Background: an optimization exercise with open tools, aiming at small area. Do not read the settings as production practice. Function was checked by simulation only, so behaviour that the tests miss may differ from the original. Power is estimated from default activity; no workload was simulated.

build 69:
Design isb_top, start of the top module:
module isb_top (
    input  logic            clk,
    input  logic            rst_i,
    input  logic            access_v_i,
    input  isb_pkg::pc_t    access_pc_i,
    input  isb_pkg::paddr_t access_addr_i,
    output logic            prefetch_v_o,
    output isb_pkg::paddr_t prefetch_addr_o
);
Size in the first run: roughly 3800 cells after synthesis, roughly 1300 flip-flops, ~54000 sq um of cells after synthesis.
Settings: LEC_CHECK=0, CAP_MARGIN=20, CORE_MARGIN=2, CORE_UTILIZATION=40, SLEW_MARGIN=20; clock period 10.0 ns.
run.sh (not shown) runs the stock make flow with config.mk's settings and CLKGATE_MAP_FILE= SYNTH_SCRIPT=/design/flow/synth_recipe.tcl, a recipe that flattens the netlist after the stock synthesis.
Build 69 finished all stages; the layout is clean.
The following lists how build 59 was set up differently from build 69:
==> flow/flow/run.sh (new file) <==
#!/bin/bash
set -euo pipefail
cat >> config.mk <<'EOC'
export CTS_ARGS = -sink_clustering_enable -repair_clock_nets -buf_list sky130_fd_sc_hd__clkbuf_8 -dont_use_dummy_load -sink_buffer_max_cap_derate 0.2
EOC
bash standard.sh > standard.log 2>&1
==> flow/standard.sh (new file) <==
#!/bin/bash
# synth_recipe.tcl (not shown) runs the flow's synth.tcl, then flattens the netlist and writes it again
# the make line also repeats each setting of config.mk as NAME=value (left out here)
make -C /OpenROAD-flow-scripts/flow DESIGN_CONFIG=/design/flow/config.mk WORK_HOME=/design/flow/orfs CLKGATE_MAP_FILE= SYNTH_SCRIPT=/design/flow/synth_recipe.tcl "${@:-finish}"
diff --git a/flow/config.mk b/flow/config.mk
--- a/flow/config.mk
+++ b/flow/config.mk
@@ -10 +10,2 @@
-export CORE_UTILIZATION = 40
+export CORE_UTILIZATION = 65
+export PLACE_DENSITY = 0.75
@@ -11,0 +13 @@
+export CTS_ARGS = -sink_clustering_enable -repair_clock_nets -buf_list sky130_fd_sc_hd__clkbuf_8 -dont_use_dummy_load -sink_buffer_max_cap_derate 0.2
removed: flow/run.sh
### Flow results
- Die area | build 59 < build 69
- Going from build 69 to build 59, placed instance count shrinks by 736.
- Build 59 vs. build 69: area added between synthesis and finish moved down; core area moved down; length in cells of the worst reg-to-reg path moved up; clock power moved down.
- Per the comparison of build 59 with build 69, number of antenna violations at the first check in global routing rose by 4; final worst-path setup slack fell by 0.22 ns.
- Detailed-route wire length in build 59 is about 2.6% lower than in build 69
- Slack of the worst reg-to-reg path for build 59: 0.11 ns down relative to build 69
Setup changes, build 59 to build 23
==> flow/run.sh (new file) <==
#!/bin/bash
# synth_recipe.tcl (not shown) runs the flow's synth.tcl, then flattens the netlist and writes it again
# the make line also repeats each setting of config.mk as NAME=value (left out here)
make -C /OpenROAD-flow-scripts/flow DESIGN_CONFIG=/design/flow/config.mk WORK_HOME=/design/flow/orfs CLKGATE_MAP_FILE= SYNTH_SCRIPT=/design/flow/synth_recipe.tcl finish
==> flow/config.mk <==
export PLATFORM = sky130hd
export DESIGN_NAME = isb_top
export DESIGN_NICKNAME = isb_top
export VERILOG_FILES = /design/flow/design.v
export SDC_FILE = /design/flow/constraint.sdc
export NUM_CORES = 4
export LEC_CHECK = 0
export CAP_MARGIN = 20
export CORE_MARGIN = 2
export CORE_UTILIZATION = 40
export CTS_BUF_LIST = sky130_fd_sc_hd__clkbuf_4
export SLEW_MARGIN = 20
removed: flow/flow/run.sh
removed: flow/standard.sh
==> comparison <==
Power per standard cell area (lower): build 59. Build 23 -> build 59: synthesized area per cell delta 0, exact match. Design area: higher on build 23. Compared with build 59, build 23 shows a higher total power consumption of the routed design. Measured against build 23, the largest vdd supply drop of build 59 comes out at 1.9 times the reference value.
Relative to build 23, the following input files were edited for build 42:
diff --git a/flow/config.mk b/flow/config.mk
--- a/flow/config.mk
+++ b/flow/config.mk
@@ -11 +11,2 @@
-export CTS_BUF_LIST = sky130_fd_sc_hd__clkbuf_4
+export CTS_BUF_LIST = sky130_fd_sc_hd__clkbuf_8
+export CTS_CLUSTER_SIZE = 30
Notes after the runs:
Summary of build 42 over build 23: global-route usage over all layers lost 0.20 points, number of cells traversed by the worst hold path neither gained nor lost much, worst setup slack lost 0.20 ns, max-slew violation count neither gained nor lost much. On build 42: final critical-path required period is 0.20 ns higher than what build 23 gave. Between build 23 and build 42, final instance area decreased. Share of the final layout cell area in multi-input gates: build 23 vs build 42, no meaningful difference. Build 42 | status: complete | timing, DRC, antenna: pass. Build 23 ran to completion and came out clean on the timing, DRC and antenna checks.
Setup changes, build 42 to build 95
diff --git a/flow/config.mk b/flow/config.mk
--- a/flow/config.mk
+++ b/flow/config.mk
@@ -10 +10 @@
-export CORE_UTILIZATION = 40
+export CORE_UTILIZATION = 65
@@ -12 +12 @@
-export CTS_CLUSTER_SIZE = 30
+export PLACE_DENSITY = 0.75
--- outcome ---
- Compared with build 42, build 95 shows stage delay of the slowest cell on the critical path higher by 0.20 ns.
- Summary of build 95 over build 42: register-to-register slack saw a decrease; routed wire length saw a decrease; non-clock buffer count saw a decrease.
- Looking at first-pass GRT wire length, build 95 sits 6200 um below build 42.
- Compared with build 42, build 95 shows final core utilization higher by 28 points.
- Build 95 supports a lower top clock frequency than build 42.
- Build 42 ended up with more cell instances than build 95 did.
- Power density relative to cell area of build 95 falls short of that of build 42 slightly.
- Build 95 vs. build 42: arrival time of data at the critical path endpoint went up by 0.53 ns.
- Between build 95 and build 42, the non-clock buffer area fraction after layout is higher for build 42.

[port drivers added, routing unchanged]
In the flow no input, the clock included, has a driving cell. The finished layouts below were timed again as built, in two steps. Step 1 sets driving cells, clkbuf_16 on the clock port and buf_2 on the other inputs (assumed; they add their load-dependent delay and slew). Step 2 times the ports against the registers' clock, not the clock port: input delays grow and output delays shrink by t, the midpoint of the rising clock arrivals with the driver on. Three values: no drivers, after step 1, after step 2; two values: the first two.
| run | t, ns | slack for setup (ns) | pins driven straight from the clock port |
|---|---|---|---|
| build 69 | 0.860 | 1.621 / 1.680 / 0.820 | 1 |
| build 59 | 0.925 | 1.402 / 1.443 / 0.517 | 1 |
| build 23 | 1.329 | 1.993 / 2.041 / 0.712 | 1 |
| build 42 | 1.006 | 1.790 / 1.850 / 0.844 | 1 |
| build 95 | 0.972 | 1.342 / 1.384 / 0.412 | 1 |
After both steps every run listed still meets setup and hold. The setup slack of build 23, which loses most, moves by +0.048 ns with the drivers and by -1.281 ns with both steps.
